Source: an optimization exercise on an open RTL-to-GDS flow (aim: small area). Production flows keep margins and buffers that such runs may drop. Only simulation tests tie the RTL to the original design; equivalence was not proved. Power is estimated from default activity; no workload was simulated.

==> flow/config.mk <==
export PLATFORM = sky130hd
export DESIGN_NAME = wb_regfile_sb
export DESIGN_NICKNAME = wb_regfile_sb
export VERILOG_FILES = /design/flow/design.v
export SDC_FILE = /design/flow/constraint.sdc
export NUM_CORES = 4
export LEC_CHECK = 0
export CAP_MARGIN = 20
export CORE_MARGIN = 2
export CORE_UTILIZATION = 40
export SLEW_MARGIN = 20
export SYNTH_HIERARCHICAL = 1
export SYNTH_MINIMUM_KEEP_SIZE = 0
==> flow/constraint.sdc <==
create_clock -name core_clock -period 8.0 [get_ports {clk}]
set_input_delay 1.6000 -clock core_clock [delete_from_list [all_inputs] [get_ports {clk}]]
set_output_delay 1.6000 -clock core_clock [all_outputs]
set_load 0.01 [all_outputs]
==> flow/design.v <==
module wb_regfile_sb #(
   parameter int XLEN   = 32,
   parameter int PEND_W = 2
) (
   input  logic            clk,
   input  logic            rst,
   input  logic [4:0]      rs1_addr,
   input  logic [4:0]      rs2_addr,
   output logic [XLEN-1:0] rs1_data,
   output logic [XLEN-1:0] rs2_data,
   output logic            rs1_busy,
   output logic            rs2_busy,
   input  logic            wb_we,
   input  logic [4:0]      wb_rd,
   input  logic [XLEN-1:0] wb_data,
   input  logic            iss_valid,
   input  logic            iss_we,
   input  logic [4:0]      iss_rd,
   output logic            iss_ready,
   input  logic            flush
);
   localparam bit BYPASS = 1'b1;
   localparam logic [PEND_W-1:0] CNT_MAX = {PEND_W{1'b1}};
   localparam logic [PEND_W-1:0] CNT_ONE = PEND_W'(1);
   logic [XLEN-1:0]   regs  [32];
   logic [31:0]       valid;
   logic [PEND_W-1:0] cnt   [32];
   logic [31:0]       inc_hit;
   logic [31:0]       dec_hit;
   logic [31:0]       sel1, sel2;
   logic              inc, dec, byp1, byp2;
   assign dec  = wb_we & (wb_rd != 5'd0);
   assign byp1 = BYPASS & dec & (wb_rd == rs1_addr);
   assign byp2 = BYPASS & dec & (wb_rd == rs2_addr);
   generate
      for (genvar gi = 0; gi < 32; gi++) begin : g_hit
         assign dec_hit[gi] = dec & (wb_rd == 5'(gi));
         assign inc_hit[gi] = inc & (iss_rd == 5'(gi));
         assign sel1[gi]    = (rs1_addr == 5'(gi)) & valid[gi] & ~byp1;
         assign sel2[gi]    = (rs2_addr == 5'(gi)) & valid[gi] & ~byp2;
      end
   endgenerate
   always_ff @(posedge clk) begin
      for (int i = 1; i < 32; i++)
         if (dec_hit[i]) regs[i] <= wb_data;
   end
   assign regs[0] = '0;
   always_ff @(posedge clk or posedge rst) begin
      if (rst) begin
         valid <= '0;
      end else begin
         valid <= (valid | dec_hit) & 32'hFFFF_FFFE;
      end
   end
   assign iss_ready = (iss_rd == 5'd0) | (cnt[iss_rd] != CNT_MAX);
   assign inc       = iss_valid & iss_we & iss_ready & (iss_rd != 5'd0);
   always_ff @(posedge clk or posedge rst) begin
      if (rst) begin
         for (int i = 0; i < 32; i++) cnt[i] <= '0;
      end else begin
         cnt[0] <= '0;
         for (int i = 1; i < 32; i++) begin
            if (flush)
               cnt[i] <= '0;
            else if (inc_hit[i] && !dec_hit[i])
               cnt[i] <= cnt[i] + CNT_ONE;
            else if (dec_hit[i] && !inc_hit[i] && cnt[i] != '0)
               cnt[i] <= cnt[i] - CNT_ONE;
         end
      end
   end
   logic [XLEN-1:0] t [32];
   logic [31:0]     s1, s2;
   logic [XLEN-1:0] g1 [11];
   logic [XLEN-1:0] g2 [11];
   always_comb begin
      for (int i = 1; i < 32; i++) t[i-1] = regs[i];
      t[31] = wb_data;
      s1 = {byp1, sel1[31:1]};
      s2 = {byp2, sel2[31:1]};
   end
   generate
      for (genvar b = 0; b < XLEN; b++) begin : g_bit
         for (genvar k = 0; k < 10; k++) begin : g_grp
            wb_regfile_sb_aoi222 u_r1 (
               .a0(t[3*k][b]), .b0(s1[3*k]), .a1(t[3*k+1][b]), .b1(s1[3*k+1]),
               .a2(t[3*k+2][b]), .b2(s1[3*k+2]), .y(g1[k][b]));
            wb_regfile_sb_aoi222 u_r2 (
               .a0(t[3*k][b]), .b0(s2[3*k]), .a1(t[3*k+1][b]), .b1(s2[3*k+1]),
               .a2(t[3*k+2][b]), .b2(s2[3*k+2]), .y(g2[k][b]));
         end
         wb_regfile_sb_aoi22 u_r1l (
            .a0(t[30][b]), .b0(s1[30]), .a1(t[31][b]), .b1(s1[31]), .y(g1[10][b]));
         wb_regfile_sb_aoi22 u_r2l (
            .a0(t[30][b]), .b0(s2[30]), .a1(t[31][b]), .b1(s2[31]), .y(g2[10][b]));
         wb_regfile_sb_nand11 u_o1 (
            .a({g1[10][b], g1[9][b], g1[8][b], g1[7][b], g1[6][b], g1[5][b],
                g1[4][b], g1[3][b], g1[2][b], g1[1][b], g1[0][b]}),
            .y(rs1_data[b]));
         wb_regfile_sb_nand11 u_o2 (
            .a({g2[10][b], g2[9][b], g2[8][b], g2[7][b], g2[6][b], g2[5][b],
                g2[4][b], g2[3][b], g2[2][b], g2[1][b], g2[0][b]}),
            .y(rs2_data[b]));
      end
   endgenerate
   assign rs1_busy = (cnt[rs1_addr] != '0) & ~(byp1 & (cnt[rs1_addr] == CNT_ONE));
   assign rs2_busy = (cnt[rs2_addr] != '0) & ~(byp2 & (cnt[rs2_addr] == CNT_ONE));
endmodule
module wb_regfile_sb_aoi222 (
   input  logic a0, b0, a1, b1, a2, b2,
   output logic y
);
   assign y = ~((a0 & b0) | (a1 & b1) | (a2 & b2));
endmodule
module wb_regfile_sb_aoi22 (
   input  logic a0, b0, a1, b1,
   output logic y
);
   assign y = ~((a0 & b0) | (a1 & b1));
endmodule
module wb_regfile_sb_nand11 (
   input  logic [10:0] a,
   output logic        y
);
   assign y = ~(&a);
endmodule
==> flow/run.sh <==
#!/bin/bash
# synth_recipe.tcl (not shown) runs the flow's synth.tcl, then flattens the netlist and writes it again
# the make line also repeats each setting of config.mk as NAME=value (left out here)
make -C /OpenROAD-flow-scripts/flow DESIGN_CONFIG=/design/flow/config.mk WORK_HOME=/design/flow/orfs CLKGATE_MAP_FILE= SYNTH_SCRIPT=/design/flow/synth_recipe.tcl finish
==> results.cfg <==
[yosys]
synth_cells = 2883
syn_avg_cell_area_um2 = 16.0
synthTopCellsByArea = edfxtp_1, a222oi_1, dfrtp_1
synthArstFlopShare_pct = 8.57
ys_ff_latch = 1085
synth_area_um2 = 46200
synth.top_cell.area_share_pct = 64.4
ys_seq_area_share_pct = 69.4
yosys-top-cells-count = edfxtp_1, a222oi_1, nand4_1, nand3_1, dfrtp_1
ys_dominant_reg_cell = edfxtp_1
synth_edf_count = 992
yosysUniqueCellTypes = 75
synth_most_common_cell = edfxtp_1
yosysTopAreaCell = edfxtp_1
syn_nets = 2941
yosys_warnings = 17

[die]
fp.dieW_um = 344
core-area_um2 = 115000
core.rowCount = 124
io_pins = 125
dieArea_um2 = 118000
die_y_um = 344
start_util_pct = 40.4

[detailed_routing]
wl_per_cell_um = 38.0
drtAntennaViolNets = 0
drc_errors = 0
num_vias = 35900
drt_pass1_iterations = 14
drt_iter0_drc = 8151
vias_per_cell = 7.41
drt_wl_total_um = 184000

[power]
p_leak_nw = 17.7
ir_worst_vdd_uv = 203
power_density_nw_per_um2 = 229

[worst_setup_path]
cp-start-kind = primary input
worstPathRequired_ns = 6.40
cp.arrival_ns = 6.30
cp_max_fo = 25
endpoint_kind = output pin
worst-setup-path-type = primary input to output pin

[placement]
routabilityCongestion = 0.964
post_dp_cell_area_um2 = 50800
placedCellCount = 4633
io_buffers = 124
pre_cts_slack_ns = 0.118
hpwlAfterDp_um = 111000

[timing]
finClkSkew_ns = 0.0523
rsz0062_at_grt = false
slew_violations = 0
hold_violations = 0
relSlewSlack_pct = 21.3
fin_crit_sh_pct = 98.8
max_freq_mhz = 127
finalSetupViolations = 0
period_needed_ns = 7.90
fin_ws_ns = 0.0993
tightest_slew_ns = 1.18

[global_route]
grt_pass1_wl_um = 257000
grt_pass1_vias = 35600
antenna_found_initial = 0
track_usage_pct = 30.3
grt_max_degree = 48
grt_overflow = 0

[clock_tree]
post-cts-setup-buffers = 0
cts_resized = 0
path_clk_slew_ns = 0.05
numCtsBuffers = 111
hold_buffers = 0
worstSkewPairLatency_ns = 0.70
h-tree-depth = 3
cts_root_buf = clkbuf_16
clockBufferDepth = 3
cts_tree = built
clock_sinks = 1085

[finish]
area_growth_pct = 17.7
nNetsFinal = 3292
fillers = 9834
drive_above_1_share_pct = 15.6
final_cell_count_no_fill = 4846
stdcell_area_um2 = 54400

[status]
status = timing/DRC/antenna clean

[run]
maxCapViolCount = 0

[worst_hold_path]
hp-class = flip-flop to flip-flop
final timing paths:
kind	startpoint	to	slack, ns	cells after the start
max in group asynchronous	rst	valid[9]$_DFF_PP0_	5.49	3
worst min-delay path	valid[13]$_DFF_PP0_	valid[13]$_DFF_PP0_	0.48	1
min in group asynchronous	rst	cnt[27][0]$_DFFE_PP0P_	1.34	2
worst max register to register	cnt[5][1]$_DFFE_PP0P_	cnt[15][0]$_DFFE_PP0P_	4.70	9
worst min register to register	valid[13]$_DFF_PP0_	valid[13]$_DFF_PP0_	0.48	1
worst max-delay path	wb_rd[3]	rs1_data[7]	0.1	11
Yosys stat by module, one instance, submodules excluded:
module | flip-flops and latches | cells
wb_regfile_sb_aoi222 | 0 | 1
wb_regfile_sb_nand11 | 0 | 4
wb_regfile_sb | 1085 | 1923
wb_regfile_sb_aoi22 | 0 | 1
through the flow:
step	hold slack (ns)	utilization, %	power, W	setup TNS [ns]
6_report	0.479	47.5	0.0125	0
2_1_floorplan	0.440	-	0.00680	-23.91
3_5_place_dp	0.462	44.3	0.00738	0
3_3_place_gp	0.456	44.3	0.00736	0
4_1_cts	0.478	47.5	0.0125	0
5_1_grt	0.498	47.5	0.0128	0
registers in the layout (all words and copies together) (netlist names):
| register | flops |
|---|---|
| valid | 31 |
| cnt | 62 |
| regs | 992 |
metal layers:
| layer | vias up | wire length [µm] | GRT usage [%] | part of all wire, % |
|---|---|---|---|---|
| li1 | 14200 | - | - | - |
| met1 | 18000 | 65000 | 39.0 | 35 |
| met2 | 3119 | 84000 | 47.6 | 46 |
| met3 | 577 | 23500 | 6.83 | 13 |
| met4 | 0 | 11800 | 16.5 | 6.4 |
| met5 | - | 0 | 0 | 0 |
area by class of cell:
class	instances	area, µm²	share of cell area, %
clock buffer	131	2880	5.30
clock inverter	77	771	1.42
multi-input combinational	1696	13800	25.4
antenna	5	12.5	0.0230
timing repair buffer	304	2820	5.17
sequential	1085	32100	59.0
tap	1512	1890	3.48
inverter	36	140	0.257
cells by family (layout without fill, tap and decap cells):
family                    after synthesis  count (layout)  share of synthesized area (%)
AOI/OAI and AO/OA                    1000            1000                           20.4
and+or+nand+nor                       629             629                           7.69
buffers and inverters                 102             548                           1.05
DFF                                  1085            1085                           69.4
muxes                                  36              36                          0.871
other                                   0               5                              0
xor gates and xnor gates               31              31                          0.587
power breakdown:
group | leakage, nW | internal [W] | switching, W
registers | 10.2 | 0.00629 | 0.0000561
clock network | 1.78 | 0.00294 | 0.00225
logic | 5.77 | 0.000321 | 0.000626
total | 17.7 | 0.00955 | 0.00293
worst max-delay path, stage by stage:
cell and delay, ns:
clkdlybuf4s50_1 0.61, o21ai_0 0.29, nor4_4 0.60, nor2_1 0.21
buf_4 0.21, and3_2 0.51, buf_4 0.34, a222oi_1 0.44
nand4_1 0.37, or3_1 0.56, clkdlybuf4s50_1 0.53
cell usage in the layout, fill, tap and decap left out, types with 64 or more instances in the layout:
cell type / count
a222oi_1: 644
a22oi_2: 64
buf_4: 162
clkbuf_16: 112
clkdlybuf4s50_1: 122
dfrtp_1: 93
edfxtp_1: 992
nand3_1: 95
nand4_1: 139
or3_1: 66

[static timing again, ports no longer ideal]
The flow's constraints put no driver on any port. The routed layout listed below was extracted and timed again, unchanged, in two steps.
Step 1, drivers: a clkbuf_16 drives clk and a buf_2 each remaining input, both assumed.
Step 2 adds t to the input delays and takes it off the output delays; t is the mean of the earliest and latest rising clock arrival at the registers after step 1. Input paths then give back, and output paths get back, about the clock's delay inside the block.
a / b / c = ideal / step 1 / step 2; a / b = the first two.
t, ns: 0.764
slack for setup (ns): 0.099 / 0.074 / 0.074
hold slack, ns: 0.479 / 0.479 / 0.479
worst setup path at the end: input to output
worst register clock-pin slew, ns: 0.07 / 0.07
After both steps this run still meets setup and hold. The setup slack of this run moves by -0.025 ns with the drivers and by -0.025 ns with both steps.
